This design comes from an exercise in tuning for small area, a short achievable clock period and few clock cycles on the open sky130 flow, not from production work. At most, simulation tests tie the RTL to the original design; equivalence was not proved. The flow treats the clock pin as an ideal source, which a real chip does not have. Power and IR drop assume default switching activity.

==> flow/design.v (excerpt) <==
module linebuf_pad_top (
  input  logic          clk,
  input  logic          xrst,
  input  logic [5:0]    img_size,
  input  logic [5:0]    fil_size,
  input  logic [5:0]    pad_size,
  input  logic          req,
  input  logic [15:0]   pixel,
  output logic          ack,
  output logic          ready,
  output logic [143:0]  win,      
  output logic          start,
  output logic          valid,
  output logic          stop
);
  logic [4:0] line_sel;
  logic [8:0] tap_en;
  linebuf_ctrl ctrl_unit (
    .clk      (clk),
    .xrst     (xrst),
    .img_size (img_size),
    .fil_size (fil_size),
    .pad_size (pad_size),
    .req      (req),
    .ack      (ack),
    .ready    (ready),
    .line_sel (line_sel),
    .tap_en   (tap_en),
    .start    (start),
    .valid    (valid),
    .stop     (stop)
  );
  window_shift win_shift (
    .clk      (clk),
    .pixel    (pixel),
    .line_sel (line_sel),
    .tap_en   (tap_en),
    .win      (win)
  );
endmodule
Size: roughly 2000 cells after synthesis, about 1300 flip-flops.
clock: 6.0 ns
lec_check: 0
cap_margin: 20
core_margin: 2
core_utilization: 40
cts_buf_list: sky130_fd_sc_hd__clkbuf_16
cts_cluster_diameter: 80
cts_cluster_size: 30
setup_slack_margin: 3.5
slew_margin: 20
run.sh (not shown) runs the stock make flow with config.mk's settings and CLKGATE_MAP_FILE= SYNTH_SCRIPT=/design/flow/synth_recipe.tcl, a recipe that flattens the netlist after the stock synthesis.
The first run completed without violations.
Rerun with:
- SETUP_SLACK_MARGIN: 3.5 -> 3.8
The changed run went through all stages and came out clean.
Count of clock-buffer cells in the layout falls by 2.
Design area goes up by a few percent.
Die area is unchanged.
Synthesized cell count does not change.
Sequential power is about the same.
Setup slack is better by 0.014 ns.
Register-to-register slack barely changes.
Routed wire length climbs by a few percent.
Fmax goes up slightly.
Via count went up slightly.
No functional check of the RTL was part of any run of this note.


Another version of the RTL of linebuf_pad_top (not shown whole).
Size: roughly 2000 cells after synthesis, ~1300 flip-flops, roughly 190 I/O pins, roughly 0.032 mm² of cells after synthesis.
export LEC_CHECK = 0
export CAP_MARGIN = 20
export CORE_MARGIN = 2
export CORE_UTILIZATION = 72
export CTS_BUF_LIST = sky130_fd_sc_hd__clkbuf_16
export CTS_CLUSTER_DIAMETER = 60
export CTS_CLUSTER_SIZE = 20
export SETUP_SLACK_MARGIN = 4.0
export SLEW_MARGIN = 20
create_clock -name core_clock -period 6.0 [get_ports {clk}]
standard.sh (not shown) runs the stock make flow with config.mk's settings and CLKGATE_MAP_FILE= SYNTH_SCRIPT=/design/flow/synth_recipe.tcl, a recipe that flattens the netlist after the stock synthesis.
==> flow/flow/run.sh <==
#!/bin/bash
set -euo pipefail
bash standard.sh cts > log_1_to_cts.txt 2>&1
openroad -no_init -exit flow/skiproot.tcl > log_2_skiproot.txt 2>&1
bash standard.sh finish > log_3_to_finish.txt 2>&1
==> flow/flow/skiproot.tcl <==
# Remove the clock tree's root buffer: the clock port net takes over its loads.
set odb orfs/results/sky130hd/linebuf_pad_top/base/4_cts.odb
read_db $odb
set block [ord::get_db_block]
set port [$block findBTerm clk]
set clknet [$port getNet]
set iterms [$clknet getITerms]
if {[llength $iterms] != 1} {
  puts "clock port drives [llength $iterms] pins; left as is"
} else {
  set root [[lindex $iterms 0] getInst]
  set rname [$root getName]
  set rout [$root findITerm X]
  set onet [$rout getNet]
  set loads {}
  foreach it [$onet getITerms] {
    if {[$it isInputSignal]} { lappend loads $it }
  }
  if {[llength $loads] > 4} {
    puts "root drives [llength $loads] pins; left as is"
  } else {
    foreach it $loads {
      $it disconnect
      $it connect $clknet
    }
    [$root findITerm A] disconnect
    $rout disconnect
    odb::dbInst_destroy $root
    odb::dbNet_destroy $onet
    puts "removed root $rname; clock port drives [llength $loads] buffers"
  }
}
write_db $odb
Testbench counts at the start, summed over its fixed seeds: cycles 22,692.
Edit:
Settings changed: CORE_UTILIZATION 72 to 65, CTS_CLUSTER_DIAMETER 60 to 80, CTS_CLUSTER_SIZE 20 to 30, SETUP_SLACK_MARGIN 4.0 to 3.92.
After rerunning: Power is lower by 7.2%; first-iteration DRC count is lower by 27%; wire length is lower by 16%; via count is lower by 3.6%.
Edit:
Settings changed: CORE_UTILIZATION 65 to 72, SETUP_SLACK_MARGIN 3.92 to 4.0.
First-iteration DRC count is higher by 24%.
Power rises by 0.54%.
Critical path depth does not change.
Die area decreases by 9.6%.
Core utilization increases by 8.1 points.
Sequential share of layout area is about the same.
Synthesized cell count does not change.
Sequential cell count is unchanged.


linebuf_pad_top, a different RTL version from the one above (not shown whole).
Size in the first run: about 1900 cells after synthesis, about 190 I/O pins, ~30000 µm² of cells after synthesis.
==> flow/config.mk <==
export PLATFORM = sky130hd
export DESIGN_NAME = linebuf_pad_top
export DESIGN_NICKNAME = linebuf_pad_top
export VERILOG_FILES = /design/flow/design.v
export SDC_FILE = /design/flow/constraint.sdc
export NUM_CORES = 4
export LEC_CHECK = 0
export CAP_MARGIN = 20
export CORE_MARGIN = 2
export CORE_UTILIZATION = 40
export SLEW_MARGIN = 20
==> flow/constraint.sdc <==
create_clock -name core_clock -period 6.0 [get_ports {clk}]
set_input_delay 1.2000 -clock core_clock [delete_from_list [all_inputs] [get_ports {clk}]]
set_output_delay 1.2000 -clock core_clock [all_outputs]
set_load 0.01 [all_outputs]
run.sh (not shown) runs the stock make flow with config.mk's settings and CLKGATE_MAP_FILE= SYNTH_SCRIPT=/design/flow/synth_recipe.tcl, a recipe that flattens the netlist after the stock synthesis.
Stock flow here: none of the scripts above is used.
Testbench counts at the start, summed over its fixed seeds: cycles 22,722.
==> next run, changes <==
Settings changed: CTS_BUF_LIST set to sky130_fd_sc_hd__clkbuf_8 sky130_fd_sc_hd__clkbuf_16, CTS_CLUSTER_DIAMETER set to 60, CTS_CLUSTER_SIZE set to 20, SETUP_SLACK_MARGIN set to 3.3.
- The new run finished with timing, DRC and antenna clean
- worst setup slack improved by 0.91 ns
- fmax climbs by 33%
- via count drops by 0.59%
- die area does not change
- wire length climbs by 4.7%
- design area drops by 2.3%
- non-clock buffer count climbs by 37
- area after synthesis stays the same
==> next run, changes <==
Settings changed: CTS_BUF_LIST sky130_fd_sc_hd__clkbuf_8 sky130_fd_sc_hd__clkbuf_16 to unset, CTS_CLUSTER_DIAMETER 60 to unset, CTS_CLUSTER_SIZE 20 to unset.
Effect:
- area after synthesis does not change
- final cell count grows by 2.8%
- design area grows by 4.0%
- synthesized cell count does not change
- clock power grows by 30%
- count of clock-buffer cells in the layout grows by 74
- register-to-register slack hardly moves
==> next run, changes <==
Settings changed: CTS_BUF_LIST set to sky130_fd_sc_hd__clkbuf_16, CTS_CLUSTER_DIAMETER set to 80, CTS_CLUSTER_SIZE set to 30.
Outcome: The new run completed without violations. Synthesized cell count does not change. Sequential share of layout area goes up by 4.9 points. Routed wire length drops by 1.7%. Global-route usage is lower by 0.39 points. Final cell count went down by 4.4%. Clock-buffer cell count fell by 109. Register-to-register slack gains 0.06 ns.


The RTL this note starts from:
==> flow/design.v <==
module pipe_delay #(
  parameter int WIDTH = 1,
  parameter int DEPTH = 1
) (
  input  logic             clk,
  input  logic             xrst,
  input  logic [WIDTH-1:0] din,
  output logic [WIDTH-1:0] dout
);
  logic [WIDTH-1:0] stage [DEPTH];
  always_ff @(posedge clk) begin
    if (!xrst) begin
      for (int i = 0; i < DEPTH; i++) begin
        stage[i] <= '0;
      end
    end else begin
      stage[0] <= din;
      for (int i = 1; i < DEPTH; i++) begin
        stage[i] <= stage[i-1];
      end
    end
  end
  assign dout = stage[DEPTH-1];
endmodule
module line_mem (
  input  logic        clk,
  input  logic [4:0]  sel,
  input  logic [15:0] din,
  output logic [15:0] dout
);
  logic [15:0] s1;
  logic [15:0] s2  [2];
  logic [15:0] s4  [4];
  logic [15:0] s8  [8];
  logic [15:0] s12 [12];
  logic [15:0] m1, m2, m4, m8, r1, r2;
  always_ff @(posedge clk) begin
    s1 <= din;
    s2[0] <= m1;
    for (int i = 1; i < 2; i++) s2[i] <= s2[i-1];
    r1 <= m2;
    s4[0] <= r1;
    for (int i = 1; i < 4; i++) s4[i] <= s4[i-1];
    s8[0] <= m4;
    for (int i = 1; i < 8; i++) s8[i] <= s8[i-1];
    r2 <= m8;
    s12[0] <= r2;
    for (int i = 1; i < 12; i++) s12[i] <= s12[i-1];
  end
  assign m1   = sel[0] ? s1      : din;
  assign m2   = sel[1] ? s2[1]   : m1;
  assign m4   = sel[2] ? s4[3]   : r1;
  assign m8   = sel[3] ? s8[7]   : m4;
  assign dout = sel[4] ? s12[11] : r2;
endmodule
module window_shift (
  input  logic          clk,
  input  logic [15:0]   pixel,
  input  logic [4:0]    sel1,       
  input  logic [4:0]    sel0,
  input  logic [8:0]    tap_en,     
  output logic [143:0]  win         
);
  logic [15:0] w [9];               
  logic [15:0] u2, u1, u0;          
  logic [15:0] a1, a2, b1, b2;      
  logic [15:0] y1, y0;
  line_mem line1 (.clk(clk), .sel(sel1), .din(a2), .dout(y1));
  line_mem line0 (.clk(clk), .sel(sel0), .din(b2), .dout(y0));
  always_ff @(posedge clk) begin
    u2 <= pixel;
    a1 <= u2;
    a2 <= a1;
    u1 <= y1;
    b1 <= u1;
    b2 <= b1;
    u0 <= y0;
    w[8] <= tap_en[8] ? pixel : 16'd0;
    w[7] <= tap_en[7] ? u2    : 16'd0;
    w[6] <= tap_en[6] ? w[7]  : 16'd0;
    w[5] <= tap_en[5] ? y1    : 16'd0;
    w[4] <= tap_en[4] ? u1    : 16'd0;
    w[3] <= tap_en[3] ? w[4]  : 16'd0;
    w[2] <= tap_en[2] ? y0    : 16'd0;
    w[1] <= tap_en[1] ? u0    : 16'd0;
    w[0] <= tap_en[0] ? w[1]  : 16'd0;
  end
  always_comb begin
    for (int t = 0; t < 9; t++)
      win[t*16 +: 16] = w[t];
  end
endmodule
module linebuf_ctrl (
  input  logic        clk,
  input  logic        xrst,
  input  logic [5:0]  img_size,
  input  logic [5:0]  fil_size,
  input  logic [5:0]  pad_size,
  input  logic        req,
  output logic        ack,
  output logic        ready,
  output logic [4:0]  sel1,
  output logic [4:0]  sel0,
  output logic [8:0]  tap_en,       
  output logic        start,
  output logic        valid,
  output logic        stop
);
  logic       pend_v;
  logic [5:0] pend_n;
  logic       pend_f1, pend_f2, pend_p1;
  logic       in_busy;
  logic [5:0] in_n;
  logic [4:0] in_n1, in_n2;        
  logic [4:0] in_per1, in_per2;    
  logic       in_f1, in_f2, in_p1;
  logic [5:0] in_r;                
  logic       in_r5;               
  logic [4:0] icol, irow;
  logic       coll, rowl, in_last;
  logic [5:0] hold;                
  logic [6:0] timer;               
  logic [4:0] sdly;
  logic       take, go, fire;
  logic [6:0] d0p1;
  logic       pend_wide;           
  logic [5:0] lin_d;
  logic [4:0] lsel;
  logic       o_act;
  logic [4:0] wr, wc;
  logic [4:0] o_n1, o_nn2, o_per1, o_per2;
  logic       o_p1, o_last, o_n1is0;
  logic       wcl, r0m, r2m, c0m, c2m;
  logic       e_start, e_valid, e_stop;
  assign take      = req && ack;
  assign in_last   = coll && rowl;
  assign go        = pend_v && (!in_busy || in_last) && timer[6:1] == '0 &&
                     ((in_busy && in_last) ? in_r5 : hold <= 6'd6);
  assign fire      = timer == 7'd1;
  assign pend_wide = !pend_f1 && pend_n >= 6'd5;
  assign d0p1      = !pend_wide ? (pend_p1 || pend_f1 ? 7'd7 : 7'd13) :
                     pend_p1    ? {1'b0, pend_n} + 7'd2 : {pend_n, 1'b0} + 7'd3;
  always_ff @(posedge clk) begin
    if (!xrst) begin
      pend_v  <= 1'b0;
      ack     <= 1'b1;
      in_busy <= 1'b0;
      ready   <= 1'b0;
      hold    <= '0;
      timer   <= '0;
      sdly    <= '0;
    end else begin
      if (take) begin
        pend_v <= 1'b1;
        ack    <= 1'b0;
      end else if (go) begin
        pend_v <= 1'b0;
        ack    <= 1'b1;
      end
      if (go) begin
        in_busy <= 1'b1;
        ready   <= 1'b1;
      end else if (in_busy && in_last) begin
        in_busy <= 1'b0;
        ready   <= 1'b0;
      end else if (in_busy) begin
        ready   <= coll || (ready && icol != in_n1);
      end
      if (in_busy && in_last)
        hold <= in_r;
      else if (hold != '0)
        hold <= hold - 1'b1;
      if (go)
        timer <= d0p1;
      else if (timer != '0)
        timer <= timer - 1'b1;
      sdly <= {sdly[3:0], go};
    end
  end
  always_ff @(posedge clk) begin
    if (take) begin
      pend_n  <= img_size;
      pend_f1 <= fil_size[1:0] == 2'd1;
      pend_f2 <= fil_size[1:0] == 2'd2;
      pend_p1 <= pad_size[0];
    end
  end
  always_ff @(posedge clk) begin
    if (go) begin
      in_n    <= pend_n;
      in_n1   <= 5'(pend_n - 6'd1);
      in_n2   <= 5'(pend_n - 6'd2);
      in_per1 <= (pend_f1 || pend_n >= 6'd5) ? 5'(pend_n - 6'd1) : 5'd4;
      in_per2 <= (pend_f1 || pend_n >= 6'd5) ? 5'(pend_n - 6'd2) : 5'd3;
      in_f1   <= pend_f1;
      in_f2   <= pend_f2;
      in_p1   <= pend_p1;
      in_r    <= pend_f1 ? 6'd7 : (pend_p1 || pend_f2) ? pend_n + 6'd2 : 6'd1;
      in_r5   <= !pend_f1 && ((!pend_p1 && !pend_f2) || pend_n <= 6'd3);
      icol    <= '0;
      irow    <= '0;
      coll    <= pend_f1 && pend_n == 6'd1;
      rowl    <= pend_n == 6'd1;
    end else if (in_busy) begin
      if (coll) begin
        icol <= '0;
        irow <= irow + 1'b1;
        coll <= in_per1 == '0;
        rowl <= irow == in_n2;
      end else begin
        icol <= icol + 1'b1;
        coll <= icol == in_per2;
      end
    end
  end
  assign lin_d = (in_f1 || in_n <= 6'd5) ? 6'd0 : in_n - 6'd5;
  assign lsel  = (lin_d >= 6'd12) ? {1'b1, 4'(lin_d - 6'd12)} : {1'b0, lin_d[3:0]};
  always_ff @(posedge clk) begin
    if (sdly[3])
      sel1 <= lsel;
    if (sdly[4])
      sel0 <= lsel;
  end
  assign o_last = wr == o_n1 && wc == o_n1;
  always_ff @(posedge clk) begin
    if (!xrst) begin
      o_act   <= 1'b0;
      e_start <= 1'b0;
      e_valid <= 1'b0;
      e_stop  <= 1'b0;
      start   <= 1'b0;
      valid   <= 1'b0;
      stop    <= 1'b0;
    end else begin
      if (fire) begin
        o_act   <= 1'b1;
        e_start <= 1'b1;
        e_valid <= 1'b1;
        e_stop  <= 1'b0;
      end else if (o_act) begin
        e_start <= 1'b0;
        if (o_last) begin
          o_act   <= 1'b0;
          e_valid <= 1'b0;
          e_stop  <= 1'b1;
        end else begin
          e_valid <= wcl || (e_valid && wc != o_n1);
        end
      end else begin
        e_start <= 1'b0;
        e_valid <= 1'b0;
        e_stop  <= 1'b0;
      end
      start <= e_start;
      valid <= e_valid;
      stop  <= e_stop;
    end
  end
  always_ff @(posedge clk) begin
    if (fire) begin
      wr      <= '0;
      wc      <= '0;
      o_nn2   <= in_n2;
      o_n1is0 <= in_n1 == '0;
      o_per1  <= in_per1;
      o_per2  <= in_per2;
      o_n1    <= (in_f1 || in_p1) ? in_n1 : in_f2 ? in_n2 : 5'(in_n2 - 1'b1);
      wcl     <= in_per1 == '0;
      r0m     <= 1'b1;
      r2m     <= in_n1 == '0;
      c0m     <= 1'b1;
      c2m     <= in_n1 == '0;
      o_p1    <= in_p1;
    end else if (wcl) begin
      wc  <= '0;
      wr  <= wr + 1'b1;
      wcl <= o_per1 == '0;
      r0m <= 1'b0;
      r2m <= wr == o_nn2;
      c0m <= 1'b1;
      c2m <= o_n1is0;
    end else begin
      wc  <= wc + 1'b1;
      wcl <= wc == o_per2;
      c0m <= 1'b0;
      c2m <= wc == o_nn2;
    end
  end
  always_comb begin
    for (int r = 0; r < 3; r++)
      for (int c = 0; c < 3; c++)
        tap_en[r*3+c] = !(o_act && o_p1 &&
                          ((r == 0 && r0m) || (r == 2 && r2m) ||
                           (c == 0 && c0m) || (c == 2 && c2m)));
  end
endmodule
module linebuf_pad_top (
  input  logic          clk,
  input  logic          xrst,
  input  logic [5:0]    img_size,
  input  logic [5:0]    fil_size,
  input  logic [5:0]    pad_size,
  input  logic          req,
  input  logic [15:0]   pixel,
  output logic          ack,
  output logic          ready,
  output logic [143:0]  win,      
  output logic          start,
  output logic          valid,
  output logic          stop
);
  logic [4:0] sel1, sel0;
  logic [8:0] tap_en;
  linebuf_ctrl ctrl_unit (
    .clk      (clk),
    .xrst     (xrst),
    .img_size (img_size),
    .fil_size (fil_size),
    .pad_size (pad_size),
    .req      (req),
    .ack      (ack),
    .ready    (ready),
    .sel1     (sel1),
    .sel0     (sel0),
    .tap_en   (tap_en),
    .start    (start),
    .valid    (valid),
    .stop     (stop)
  );
  window_shift win_shift (
    .clk      (clk),
    .pixel    (pixel),
    .sel1     (sel1),
    .sel0     (sel0),
    .tap_en   (tap_en),
    .win      (win)
  );
endmodule
export LEC_CHECK = 0
export CAP_MARGIN = 20
export CORE_MARGIN = 2
export CORE_UTILIZATION = 65
export CTS_BUF_LIST = sky130_fd_sc_hd__clkbuf_16
export CTS_CLUSTER_DIAMETER = 80
export CTS_CLUSTER_SIZE = 30
export SETUP_SLACK_MARGIN = 3.8
export SLEW_MARGIN = 20
create_clock -name core_clock -period 6.0 [get_ports {clk}]
The starting point finished with timing, DRC and antenna clean.
Next try:
--- a/flow/config.mk
+++ b/flow/config.mk
@@ -8,8 +8,8 @@
 export CAP_MARGIN = 20
 export CORE_MARGIN = 2
-export CORE_UTILIZATION = 65
+export CORE_UTILIZATION = 40
 export CTS_BUF_LIST = sky130_fd_sc_hd__clkbuf_16
-export CTS_CLUSTER_DIAMETER = 80
-export CTS_CLUSTER_SIZE = 30
+export CTS_CLUSTER_DIAMETER = 60
+export CTS_CLUSTER_SIZE = 40
 export SETUP_SLACK_MARGIN = 3.8
 export SLEW_MARGIN = 20
Result: Sequential power barely changes. Die area increases by 61%. Non-clock buffer count increases by 6.
Next try:
--- a/flow/config.mk
+++ b/flow/config.mk
@@ -10,6 +10,6 @@
 export CORE_UTILIZATION = 40
 export CTS_BUF_LIST = sky130_fd_sc_hd__clkbuf_16
-export CTS_CLUSTER_DIAMETER = 60
-export CTS_CLUSTER_SIZE = 40
-export SETUP_SLACK_MARGIN = 3.8
+export CTS_CLUSTER_DIAMETER = 80
+export CTS_CLUSTER_SIZE = 30
+export SETUP_SLACK_MARGIN = 4.0
 export SLEW_MARGIN = 20
=> The changed run finished clean; via count went up by 0.60%; setup slack gains 0.028 ns; power fell by 6.4%; fmax went up by 1.2%; non-clock buffer count grows by 21; wire length climbs by 0.88%; hold slack gains 0.033 ns; sequential share of layout area goes up by 1.0 points.
Next try:
--- a/flow/config.mk
+++ b/flow/config.mk
@@ -12,4 +12,4 @@
 export CTS_CLUSTER_DIAMETER = 80
 export CTS_CLUSTER_SIZE = 30
-export SETUP_SLACK_MARGIN = 4.0
+export SETUP_SLACK_MARGIN = 3.7
 export SLEW_MARGIN = 20
Effect: The changed run ran to the end with no violations. Final area is lower by a few percent. Combinational power is lower by about a fifth. Setup slack got worse by 0.041 ns. Count of clock-buffer cells in the layout is unchanged. Power is lower slightly. Synthesized cell count stays the same. Utilization is lower by 0.96 points.
No functional check of the RTL was part of any run of this note.

==> what the ideal ports hide <==
Ports are ideal in the flow. The routed layouts listed here were re-timed in OpenROAD. Step 1 assumes that a clkbuf_16 drives the clock port and a buf_2 every other input. Step 2 also shifts input and output timing later by t, the mid clock arrival at the registers, as if the neighbouring blocks saw the same clock. Slacks: ideal ports / drivers / drivers and shift; pairs: ideal ports / drivers.
run	t (ns)	setup slack, ns	latest minus earliest clock arrival (ns)	worst slew at a driven data input, ns	cell pins on the clock port's net
the first run of note 1	0.682	3.498 / 3.494 / 3.347	0.028 / 0.027	0.04	1
the second run of note 1	0.691	3.512 / 3.512 / 3.512	0.038 / 0.039	0.04	1
the first run of note 2	0.676	3.700 / 3.645 / 3.428	0.026 / 0.026	0.09	1
the second run of note 2	0.541	3.880 / 3.761 / 3.479	0.022 / 0.022	0.07	4
the third run of note 2	0.546	3.878 / 3.761 / 3.650	0.017 / 0.018	0.08	4
the first run of note 3	0.702	2.344 / 2.282 / 2.661	0.036 / 0.036	0.04	1
the second run of note 3	0.669	3.255 / 3.195 / 3.059	0.034 / 0.034	0.04	1
the third run of note 3	0.703	3.241 / 3.179 / 3.070	0.036 / 0.036	0.04	1
the fourth run of note 3	0.669	3.258 / 3.198 / 3.070	0.021 / 0.021	0.04	1
the first run of note 4	0.678	3.690 / 3.631 / 3.317	0.022 / 0.022	0.05	1
the second run of note 4	0.685	3.628 / 3.568 / 3.279	0.065 / 0.064	0.04	1
the third run of note 4	0.683	3.656 / 3.592 / 3.630	0.022 / 0.022	0.04	1
the fourth run of note 4	0.700	3.615 / 3.552 / 3.246	0.046 / 0.046	0.04	1
After both steps every run listed still meets setup and hold. For the second run of note 2, which loses most, drivers alone change the setup slack by -0.119 ns; drivers and shift together by -0.401 ns.
